From an optimization exercise on the open Yosys and OpenROAD flow, aimed at small area, a short achievable clock period and few clock cycles per item; shortcuts taken in it are not production practice. The RTL was checked by simulation tests, not by an equivalence proof against the original design.

==> flow/design.v <==
`timescale 1ns / 1ps
package vaca_pkg;
    localparam logic [1:0] ADJ_NONE = 2'd0;
    localparam logic [1:0] ADJ_DIV  = 2'd1;
    localparam logic [1:0] ADJ_MOD  = 2'd2;
    localparam logic [1:0] ADJ_ADD  = 2'd3;
    localparam logic [3:0] OP_ADD   = 4'd0;
    localparam logic [3:0] OP_SUB   = 4'd1;
    localparam logic [3:0] OP_SMIN  = 4'd2;
    localparam logic [3:0] OP_SMAX  = 4'd3;
    localparam logic [3:0] OP_UMIN  = 4'd4;
    localparam logic [3:0] OP_UMAX  = 4'd5;
    localparam logic [3:0] OP_SDIV  = 4'd6;
    localparam logic [3:0] OP_SMOD  = 4'd7;
    localparam logic [3:0] OP_UDIV  = 4'd8;
    localparam logic [3:0] OP_UMOD  = 4'd9;
    localparam logic [3:0] OP_MUL   = 4'd10;
    localparam logic [3:0] OP_AND   = 4'd11;
    localparam logic [3:0] OP_OR    = 4'd12;
    localparam logic [3:0] OP_XOR   = 4'd13;
    localparam logic [1:0] SZ_BYTE  = 2'd0;
    localparam logic [1:0] SZ_WORD  = 2'd1;
    localparam int S_ADD   = 0;    
    localparam int S_ALIGN = 1;    
    localparam int S_ITER  = 2;    
    localparam int S_FIX   = 3;    
    localparam int S_ALU   = 4;    
    localparam int S_SHL   = 5;    
endpackage
`timescale 1ns / 1ps
import vaca_pkg::*;
module variable_adjust_chain_alu
(
    input  logic                clk,
    input  logic                rst_n,
    input  logic                in_valid,
    output logic                in_ready,
    input  logic [173:0]        in_data_bits,
    output logic                out_valid,
    input  logic                out_ready,
    output logic [32:0]         out_data_bits
);
    logic [31:0] f_value, f_mask, f_add, f_divmod, f_start;
    logic [4:0]  f_shift;
    logic [1:0]  f_kind, f_size;
    logic [3:0]  f_op;
    logic        f_chain;
    assign {f_value, f_shift, f_mask, f_add, f_divmod, f_kind, f_op, f_size, f_chain, f_start} = in_data_bits;
    logic [5:0]  state_reg, state_next;
    logic [31:0] acc_reg;
    logic        outv_reg;
    logic [31:0] out_r_reg;
    logic        out_dz_reg;
    logic [31:0] x_reg, r_reg, d_reg;
    logic [3:0]  op_reg;
    logic [4:0]  cnt_reg;
    logic        neg_reg, wrem_reg, phase_reg, mul_reg, dz_reg, sd_reg, sgn_reg;
    logic        byte_q, word_q, kdiv_q, kmod_q;
    logic        div_q, sgn_q, rem_q, mul_q, max_q, csgn_q, sub_q;
    assign out_valid     = outv_reg;
    assign out_data_bits = {out_r_reg, out_dz_reg};
    logic s_idle, s_add, s_align, s_iter, s_fix, s_alu, s_shl;
    assign s_add   = state_reg[S_ADD];
    assign s_align = state_reg[S_ALIGN];
    assign s_iter  = state_reg[S_ITER];
    assign s_fix   = state_reg[S_FIX];
    assign s_alu   = state_reg[S_ALU];
    assign s_shl   = state_reg[S_SHL];
    assign s_idle  = (state_reg == 6'd0);
    function logic [31:0] sext_size(input logic [31:0] v, input logic is_byte, input logic is_word);
        logic [31:0] s;
        if (is_byte)
            s = {{24{v[7]}}, v[7:0]};
        else if (is_word)
            s = {{16{v[15]}}, v[15:0]};
        else
            s = v;
        sext_size = s;
    endfunction
    function logic [31:0] cneg(input logic [31:0] v, input logic s);
        logic [31:0] y;
        logic        seen;
        seen = 1'b0;
        for (int i = 0; i < 32; i++)
        begin
            y[i] = v[i] ^ (s & seen);
            seen = seen | v[i];
        end
        cneg = y;
    endfunction
    function logic [32:0] csel33(input logic [32:0] a, input logic [32:0] b, input logic cin);
        logic [8:0] s0, s1a, s1b, s2a, s2b, blk1, blk2;
        logic [8:0] s3a, s3b, blk3;
        s0   = {1'b0, a[7:0]} + {1'b0, b[7:0]} + {8'd0, cin};
        s1a  = {1'b0, a[15:8]} + {1'b0, b[15:8]};
        s1b  = {1'b0, a[15:8]} + {1'b0, b[15:8]} + 9'd1;
        s2a  = {1'b0, a[23:16]} + {1'b0, b[23:16]};
        s2b  = {1'b0, a[23:16]} + {1'b0, b[23:16]} + 9'd1;
        s3a  = a[32:24] + b[32:24];
        s3b  = a[32:24] + b[32:24] + 9'd1;
        blk1 = s0[8] ? s1b : s1a;
        blk2 = blk1[8] ? s2b : s2a;
        blk3 = blk2[8] ? s3b : s3a;
        csel33 = {blk3, blk2[7:0], blk1[7:0], s0[7:0]};
    endfunction
    function logic [5:0] lzc(input logic [31:0] v);
        logic [15:0] nz1;    
        logic [15:0] z1;     
        logic [7:0]  nz2;
        logic [1:0]  z2 [8];
        logic [3:0]  nz3;
        logic [2:0]  z3 [4];
        logic [1:0]  nz4;
        logic [3:0]  z4 [2];
        logic [5:0]  r;
        for (int i = 0; i < 16; i++)
        begin
            nz1[i] = v[2*i+1] | v[2*i];
            z1[i]  = !v[2*i+1];
        end
        for (int i = 0; i < 8; i++)
        begin
            nz2[i] = nz1[2*i+1] | nz1[2*i];
            z2[i]  = nz1[2*i+1] ? {1'b0, z1[2*i+1]} : {1'b1, z1[2*i]};
        end
        for (int i = 0; i < 4; i++)
        begin
            nz3[i] = nz2[2*i+1] | nz2[2*i];
            z3[i]  = nz2[2*i+1] ? {1'b0, z2[2*i+1]} : {1'b1, z2[2*i]};
        end
        for (int i = 0; i < 2; i++)
        begin
            nz4[i] = nz3[2*i+1] | nz3[2*i];
            z4[i]  = nz3[2*i+1] ? {1'b0, z3[2*i+1]} : {1'b1, z3[2*i]};
        end
        if (nz4[1])
            r = {2'b00, z4[1]};
        else if (nz4[0])
            r = {2'b01, z4[0]};
        else
            r = 6'd32;
        lzc = r;
    endfunction
    logic [31:0] msk;
    logic        narrow, op_simple;
    logic        is_final, out_free, accept, done;
    always_comb
    begin
        narrow    = byte_q || word_q;
        msk       = {{16{!narrow}}, {8{!byte_q}}, 8'hFF};
        op_simple = !div_q && !mul_q;
    end
    assign is_final = (s_alu && op_simple) || (s_fix && phase_reg);
    assign out_free = !outv_reg || out_ready;
    assign in_ready = s_idle || (is_final && !outv_reg);
    assign accept   = in_valid && in_ready;
    assign done     = is_final && out_free;
    logic [31:0] in_shifted;
    assign in_shifted = $signed(f_value) >>> f_shift;
    logic [31:0] a_val, b_val, a_op, b_op;
    logic        a_top, b_top;
    always_comb
    begin
        a_val = acc_reg & msk;
        b_val = x_reg & msk;
        a_op  = csgn_q ? sext_size(a_val, byte_q, word_q) : a_val;
        b_op  = csgn_q ? sext_size(b_val, byte_q, word_q) : b_val;
        a_top = csgn_q & a_op[31];
        b_top = csgn_q & b_op[31];
    end
    logic [32:0] aux_sum;
    assign aux_sum = csel33({a_top, a_op}, {b_top, b_op} ^ {33{sub_q}}, sub_q && !max_q);
    logic        pick_a;
    logic [31:0] alu_res;
    always_comb
    begin
        pick_a = aux_sum[32] ^ max_q;
        case (op_reg)
            OP_ADD, OP_SUB:                     alu_res = aux_sum[31:0];
            OP_SMIN, OP_SMAX, OP_UMIN, OP_UMAX: alu_res = pick_a ? a_val : b_val;
            OP_AND:                             alu_res = a_val & b_val;
            OP_OR:                              alu_res = a_val | b_val;
            OP_XOR:                             alu_res = a_val ^ b_val;
            default:                            alu_res = b_val;
        endcase
    end
    logic [31:0] ng_in, ng_out, dext;
    logic        ng_s, nx_s, nd_s;
    always_comb
    begin
        dext = kdiv_q ? sext_size(d_reg, byte_q, word_q) : (d_reg & msk);
        nx_s = sgn_reg && x_reg[31];
        nd_s = s_alu ? b_top : (kdiv_q && dext[31]);
        if (s_add)
        begin
            ng_in = dext;
            ng_s  = nd_s;
        end
        else if (s_alu)
        begin
            ng_in = b_op;
            ng_s  = nd_s;
        end
        else if (s_fix)
        begin
            ng_in = wrem_reg ? r_reg : x_reg;
            ng_s  = neg_reg;
        end
        else
        begin
            ng_in = x_reg;
            ng_s  = nx_s;
        end
        ng_out = cneg(ng_in, ng_s);
    end
    logic [5:0]  lz_p, lz_n, lz_d, lz_x, k_full;
    logic        no_iter, d_zero, d_one, nx_neg;
    always_comb
    begin
        lz_p    = lzc(x_reg);
        lz_n    = lzc(~x_reg);
        lz_d    = lzc(d_reg);
        lz_x    = nx_s ? (lz_n - 6'd1) : lz_p;
        no_iter = (lz_x > lz_d);
        k_full  = lz_d - lz_x;
        d_zero  = (d_reg == 32'd0);
        d_one   = (d_reg == 32'd1);
        nx_neg  = wrem_reg ? nx_s : (nx_s ^ sd_reg);
    end
    logic [31:0] m_add;
    logic [32:0] m_sum;
    logic        ge;
    always_comb
    begin
        m_add = mul_reg ? (x_reg & {32{d_reg[0] || s_add}}) : ~d_reg;
        m_sum = csel33({1'b0, r_reg}, {1'b0, m_add}, !mul_reg);
        ge    = m_sum[32];
    end
    logic        b_zero;
    assign b_zero = (b_val == 32'd0);
    logic        take, iter_end;
    assign take     = accept;
    assign iter_end = mul_reg ? (d_reg[31:1] == 31'd0) : (cnt_reg == 5'd0);
    always_comb
    begin
        state_next = '0;
        if (s_idle || done)
        begin
            state_next[S_ADD] = take && (f_kind != ADJ_NONE);
            state_next[S_ALU] = take && (f_kind == ADJ_NONE);
        end
        else if (s_add)
        begin
            state_next[S_ALIGN] = kdiv_q || kmod_q;
            state_next[S_ALU]   = !(kdiv_q || kmod_q);
        end
        else if (s_align)
        begin
            state_next[S_FIX]  = d_zero || ((no_iter || d_one) && phase_reg)
                                 || (d_one && !phase_reg && !wrem_reg && nx_neg);
            state_next[S_ALU]  = !d_zero && !phase_reg && ((no_iter && !d_one) || (d_one && (wrem_reg || !nx_neg)));
            state_next[S_SHL]  = !d_zero && !no_iter && !d_one;
        end
        else if (s_shl)
        begin
            state_next[S_ITER] = 1'b1;
        end
        else if (s_iter)
        begin
            state_next[S_ITER] = !iter_end;
            state_next[S_ALU]  = iter_end && !phase_reg && !wrem_reg && !neg_reg;
            state_next[S_FIX]  = iter_end && (phase_reg || wrem_reg || neg_reg);
        end
        else if (s_fix)
        begin
            state_next[S_ALU] = !phase_reg;
            state_next[S_FIX] = phase_reg;
        end
        else
        begin
            state_next[S_ITER]  = mul_q;
            state_next[S_FIX]   = div_q && b_zero;
            state_next[S_ALIGN] = div_q && !b_zero;
            state_next[S_ALU]   = op_simple;
        end
    end
    always_ff @(posedge clk or negedge rst_n)
    begin
        if (!rst_n)
            state_reg <= '0;
        else
            state_reg <= state_next;
    end
    logic [31:0] res_val;
    assign res_val = (s_fix ? ng_out : alu_res) & msk;
    always_ff @(posedge clk or negedge rst_n)
    begin
        if (!rst_n)
        begin
            acc_reg  <= 32'd0;
            outv_reg <= 1'b0;
        end
        else
        begin
            if (accept && f_chain)
                acc_reg <= f_start;
            else if (done)
                acc_reg <= res_val;
            if (done)
                outv_reg <= 1'b1;
            else if (out_ready)
                outv_reg <= 1'b0;
        end
    end
    always_ff @(posedge clk)
    begin
        if (done)
        begin
            out_r_reg  <= res_val;
            out_dz_reg <= dz_reg;
        end
    end
    always_ff @(posedge clk)
    begin
        if (in_ready)
        begin
            x_reg    <= in_shifted & f_mask;
            r_reg    <= sext_size(f_add, f_size == SZ_BYTE, f_size == SZ_WORD);
            d_reg    <= f_divmod;
            op_reg   <= f_op;
            byte_q   <= (f_size == SZ_BYTE);
            word_q   <= (f_size == SZ_WORD);
            kdiv_q   <= (f_kind == ADJ_DIV);
            kmod_q   <= (f_kind == ADJ_MOD);
            div_q    <= (f_op == OP_SDIV) || (f_op == OP_SMOD) || (f_op == OP_UDIV) || (f_op == OP_UMOD);
            sgn_q    <= (f_op == OP_SDIV) || (f_op == OP_SMOD);
            rem_q    <= (f_op == OP_SMOD) || (f_op == OP_UMOD);
            mul_q    <= (f_op == OP_MUL);
            max_q    <= (f_op == OP_SMAX) || (f_op == OP_UMAX);
            csgn_q   <= (f_op == OP_SMIN) || (f_op == OP_SMAX) || (f_op == OP_SDIV) || (f_op == OP_SMOD);
            sub_q    <= (f_op != OP_ADD);
            mul_reg  <= 1'b1;      
            dz_reg   <= 1'b0;
        end
        else
        begin
            if (s_add)
            begin
                x_reg     <= m_sum[31:0];
                d_reg     <= ng_out;
                sd_reg    <= nd_s;
                sgn_reg   <= kdiv_q || narrow;
                wrem_reg  <= kmod_q;
                phase_reg <= 1'b0;
                mul_reg   <= 1'b0;
            end
            if (s_align)
            begin
                if (!wrem_reg || phase_reg)
                    x_reg <= 32'd0;
                cnt_reg <= k_full[4:0];
                if (d_zero)
                begin
                    dz_reg  <= 1'b1;
                    r_reg   <= 32'd0;
                    neg_reg <= 1'b0;
                end
                else
                begin
                    r_reg   <= ng_out;
                    neg_reg <= nx_neg;
                    if (d_one)
                    begin
                        r_reg <= 32'd0;
                        x_reg <= wrem_reg ? 32'd0 : ng_out;
                    end
                end
            end
            if (s_shl)
                d_reg <= d_reg << cnt_reg;
            if (s_iter)
            begin
                d_reg   <= {1'b0, d_reg[31:1]};
                cnt_reg <= cnt_reg - 5'd1;
                if (mul_reg)
                begin
                    r_reg <= m_sum[31:0];
                    x_reg <= {x_reg[30:0], 1'b0};
                end
                else
                begin
                    if (ge)
                        r_reg <= m_sum[31:0];
                    x_reg <= {x_reg[30:0], ge};
                end
            end
            if (s_fix && !phase_reg)
                x_reg <= ng_out;
            if (s_alu && !op_simple)
            begin
                phase_reg <= 1'b1;
                mul_reg   <= mul_q;
                wrem_reg  <= rem_q || mul_q;
                sgn_reg   <= sgn_q;
                sd_reg    <= nd_s;
                x_reg     <= a_op;
                d_reg     <= ng_out;
                if (mul_q)
                begin
                    r_reg   <= 32'd0;
                    neg_reg <= 1'b0;
                end
                else if (b_zero)
                begin
                    dz_reg  <= 1'b1;
                    r_reg   <= 32'd0;
                    x_reg   <= 32'd0;
                    neg_reg <= 1'b0;
                end
            end
        end
    end
endmodule
==> flow/run.sh <==
#!/bin/bash
# synth_recipe.tcl (not shown) runs the flow's synth.tcl, then flattens the netlist and writes it again
# the make line also repeats each setting of config.mk as NAME=value (left out here)
make -C /OpenROAD-flow-scripts/flow DESIGN_CONFIG=/design/flow/config.mk WORK_HOME=/design/flow/orfs CLKGATE_MAP_FILE= SYNTH_SCRIPT=/design/flow/synth_recipe.tcl finish
==> flow/config.mk <==
export PLATFORM = sky130hd
export DESIGN_NAME = variable_adjust_chain_alu
export DESIGN_NICKNAME = variable_adjust_chain_alu
export VERILOG_FILES = /design/flow/design.v
export SDC_FILE = /design/flow/constraint.sdc
export NUM_CORES = 4
export LEC_CHECK = 0
export ABC_AREA = 1
export CAP_MARGIN = 20
export CORE_MARGIN = 2
export CORE_UTILIZATION = 40
export PLACE_DENSITY = 0.6
export SETUP_SLACK_MARGIN = 2.5
export SLEW_MARGIN = 20
==> flow/constraint.sdc <==
create_clock -name core_clock -period 7.0 [get_ports {clk}]
set_input_delay 1.4000 -clock core_clock [delete_from_list [all_inputs] [get_ports {clk}]]
set_output_delay 1.4000 -clock core_clock [all_outputs]
set_load 0.01 [all_outputs]
==> flow_summary.json <==
{
  "cp_max_fo": 6,
  "dieArea_sq_um": 63300,
  "async_flop_share": 0.200,
  "clkTransAtPathRegs_ns": 0.09,
  "grt_pass1_wl_um": 185000,
  "maxCapViolCount": 0,
  "die_h_um": 252,
  "avgSynthCellArea_sq_um": 6.23,
  "finClkSkew_ns": 0.0221,
  "area_growth_pct": 30.1,
  "met3_length_um": 16900,
  "ys_ff_latch": 195,
  "hold_viol_final": 0,
  "dr.pass1.iters": 8,
  "start_util": 0.405,
  "ctsHtreeMaxLevel": 4,
  "ant_nets": 0,
  "worst_pin_slew_ns": 1.02,
  "period_minus_slack_ns": 4.99,
  "totalWireLength_um": 132000,
  "clock.fmax_mhz": 201,
  "cp-end-kind": "flip-flop",
  "min_path_type": "flip-flop to flip-flop",
  "first_iter_violations": 4519,
  "yosys_most_used_dff": "edfxtp_1",
  "slowest_delay_ns": 0.56,
  "syn-num-nets": 4265,
  "clock-sinks": 195,
  "finalSetupTns_ns": 0,
  "num_rows": 90,
  "dp.cells": 4762,
  "syn-instance-count": 3932,
  "wl_per_cell_um": 26.4,
  "io_pins": 213,
  "relSlewSlack": 0.319,
  "nets": 4538,
  "synth_edf_count": 90,
  "instances_no_fill": 5004,
  "cts_tree": "done",
  "dp_hpwl_um": 96500,
  "drc": 0,
  "fp.dieW_um": 252,
  "antenna_found_initial": 5,
  "setup_violations": 0,
  "holdWs_ns": 0.514,
  "arrival_ns": 5.38,
  "critical-path-slowest-cell": "edfxtp_1",
  "yosysWarnings": 10,
  "grt_max_degree": 83,
  "cp-start-kind": "flip-flop",
  "drive_gt1_frac": 0.178,
  "port_buffers": 212,
  "cts_buffers": 17,
  "postLayoutCoreUtil": 0.527,
  "gp_congestion": 1.02,
  "drt-met1-wl_um": 52700,
  "route.met2.wl_um": 54100,
  "insertion_delay_ns": 0.53,
  "grt_pass1_vias": 27300,
  "cts_max_path_buffers": 2,
  "ys_seq_area_frac": 0.204,
  "gr-total-overflow": 0,
  "worstPathRequired_ns": 7.39,
  "slew_viol_final": 0,
  "path_class": "flip-flop to flip-flop",
  "highest_layer": "met5",
  "root_buffer": "clkbuf_16",
  "status": "timing/DRC/antenna clean",
  "min_period_over_period": 0.712,
  "rsz0062_at_grt": "true",
  "cts_hold_buf": 0,
  "grt_use_total": 0.396,
  "core_area_sq_um": 60500,
  "vias_per_cell": 6.16,
  "netlist_area_sq_um": 24500,
  "ys_types": 74,
  "vias": 30800
}
==> final cells by class <==
cell class | count | area (sq um)
Antenna cell | 4 | 10.0
Clock buffer | 18 | 429
Clock inverter | 14 | 145
Fill cell | 6097 | 28600
Inverter | 499 | 1980
Multi-Input combinational cell | 3012 | 18700
Sequential cell | 195 | 5030
Tap cell | 782 | 978
Timing Repair Buffer | 465 | 4430
Timing Repair inverter | 15 | 195
==> through the flow <==
stage	cell area [sq um]	setup slack, ns
final	31900	2.01
after global routing	31900	1.79
after CTS	30000	2.25
after detailed placement	27400	0.906
after global placement	27400	1.06
after floorplan	24900	2.07
==> cells in the mapped netlist (6+ instances only) <==
cell / count / area [sq um]
inv_2: 15 / 56.3
nor3_1: 37 / 185
nand4_1: 25 / 156
nor2_2: 8 / 50.1
clkinv_1: 13 / 48.8
o21ai_1: 43 / 215
nand3b_1: 16 / 120
a21oi_1: 280 / 1400
mux2i_1: 32 / 320
nand2_1: 888 / 3330
buf_6: 10 / 113
a221oi_1: 20 / 175
buf_1: 26 / 97.6
nor2_1: 298 / 1120
nand2_2: 13 / 81.3
or2_2: 6 / 37.5
buf_2: 14 / 70.1
a31oi_1: 25 / 156
o22ai_1: 65 / 407
dfxtp_1: 66 / 1320
o221ai_1: 27 / 236
clkbuf_1: 179 / 672
nand3_2: 6 / 60.1
nor4_1: 8 / 50.1
o21bai_1: 31 / 233
o21ai_0: 466 / 2330
a21o_1: 10 / 75.1
o21a_1: 6 / 45.0
fa_1: 11 / 220
o211ai_1: 67 / 503
a211oi_1: 23 / 173
nand3_1: 246 / 1230
nor2_4: 7 / 78.8
xor2_1: 98 / 858
ha_1: 144 / 1800
o2111ai_1: 11 / 96.3
dfrtp_1: 39 / 976
edfxtp_1: 90 / 2700
o311ai_0: 10 / 87.6
xnor2_1: 27 / 236
inv_1: 469 / 1760
==> layout by cell type (no fill, tap or decap), drive strengths merged, types with 5 or more instances in the layout <==
| cell type | count |
|---|---|
| mux2i | 32 |
| xor2 | 99 |
| a221oi | 20 |
| clkdlybuf4s50 | 211 |
| o21a | 6 |
| clkinvlp | 14 |
| dfxtp | 66 |
| inv | 493 |
| o311ai | 12 |
| a21o | 10 |
| dfrtp | 39 |
| o21ai | 512 |
| nand2 | 908 |
| nor4 | 8 |
| ha | 144 |
| a31oi | 25 |
| a21oi | 282 |
| clkinv | 20 |
| fa | 11 |
| clkbuf | 21 |
| o221ai | 27 |
| edfxtp | 90 |
| xnor2 | 27 |
| nor2 | 313 |
| a22oi | 5 |
| nor3 | 38 |
| nand4 | 31 |
| nand3b | 16 |
| o2111a | 5 |
| buf | 249 |
| o211ai | 67 |
| or2 | 7 |
| nand3 | 254 |
| o2111ai | 11 |
| o22ai | 66 |
| o21bai | 34 |
| a211oi | 23 |
==> final timing paths <==
path,startpoint,end,slack (ns),depth (start not counted)
worst max register to register,d_reg[0]$_DFFE_PP_,x_reg[31]$_DFF_P_,2.01,29
min in group asynchronous,rst_n,acc_reg[9]$_DFFE_PN0P_,0.94,2
worst max-delay path,d_reg[0]$_DFFE_PP_,x_reg[31]$_DFF_P_,2.01,29
max in group asynchronous,rst_n,state_reg[5]$_DFF_PN0_,5.57,2
worst min register to register,dz_reg$_SDFF_PN0_,out_dz_reg$_DFFE_PP_,0.51,0
worst min-delay path,dz_reg$_SDFF_PN0_,out_dz_reg$_DFFE_PP_,0.51,0
==> timing repair <==
| item | CTS | global route |
|---|---|---|
| setup endpoints to repair | 145 | 148 |
| buffers inserted | 105 | 73 |
| pin swaps | 129 | 140 |
| resized for setup | 272 | 266 |
| gates cloned | 16 | 11 |
==> cells by family (layout without fill, tap and decap cells) <==
group,count (synthesis),count (layout),synth area share
buf+inv,730,1011,0.116
xor+xnor,126,126,0.0453
other cells,0,4,0
simple gates,1577,1582,0.275
fa+ha+maj,155,155,0.0825
mux,32,32,0.0131
compound gates,1117,1117,0.264
flops,195,195,0.204
==> metal layers <==
layer / vias to the layer above / global-route usage
li1: 13800 / -
met2: 2145 / 0.572
met4: 8 / 0.206
met1: 14400 / 0.537
met3: 408 / 0.104
met5: - / 0
==> worst max-delay path: cells and delay by family, from the launching register on <==
family                   cells  cell delay, ns
flip-flops                   1            0.56
adder cells (fa/ha/maj)      2            0.70
AND/OR/NAND/NOR             12            1.52
XOR/XNOR                     3            0.47
AO/OA/AOI/OAI                7            0.95
buffers and inverters        5            0.61
Testbench counts, summed over its fixed seeds: cycles 24,882, items 3,200.

==> what the ideal ports hide <==
The flow's constraints put no driver on any port. The routed layout listed below was extracted and timed again, unchanged, in two steps.
Step 1 (the two cells are an assumption about what drives the block):
set clk [get_ports {clk}]
set_driving_cell -lib_cell sky130_fd_sc_hd__clkbuf_16 $clk
set_driving_cell -lib_cell sky130_fd_sc_hd__buf_2 [delete_from_list [all_inputs] $clk]
Step 2 times the ports against the registers' clock, not the clock port: input delays grow and output delays shrink by t, the midpoint of the rising clock arrivals with the driver on.
Slacks: no drivers / after step 1 / after step 2; pairs: no drivers / after step 1.
t, ns: 0.587
slack for setup (ns): 2.013 / 2.013 / 2.013
worst hold slack (ns): 0.514 / 0.514 / 0.514
latest minus earliest clock arrival (ns): 0.022 / 0.022
pins driven straight from the clock port: 1
After both steps this run still meets setup and hold. For this run, drivers alone change the setup slack by 0.000 ns; drivers and shift together by 0.000 ns.
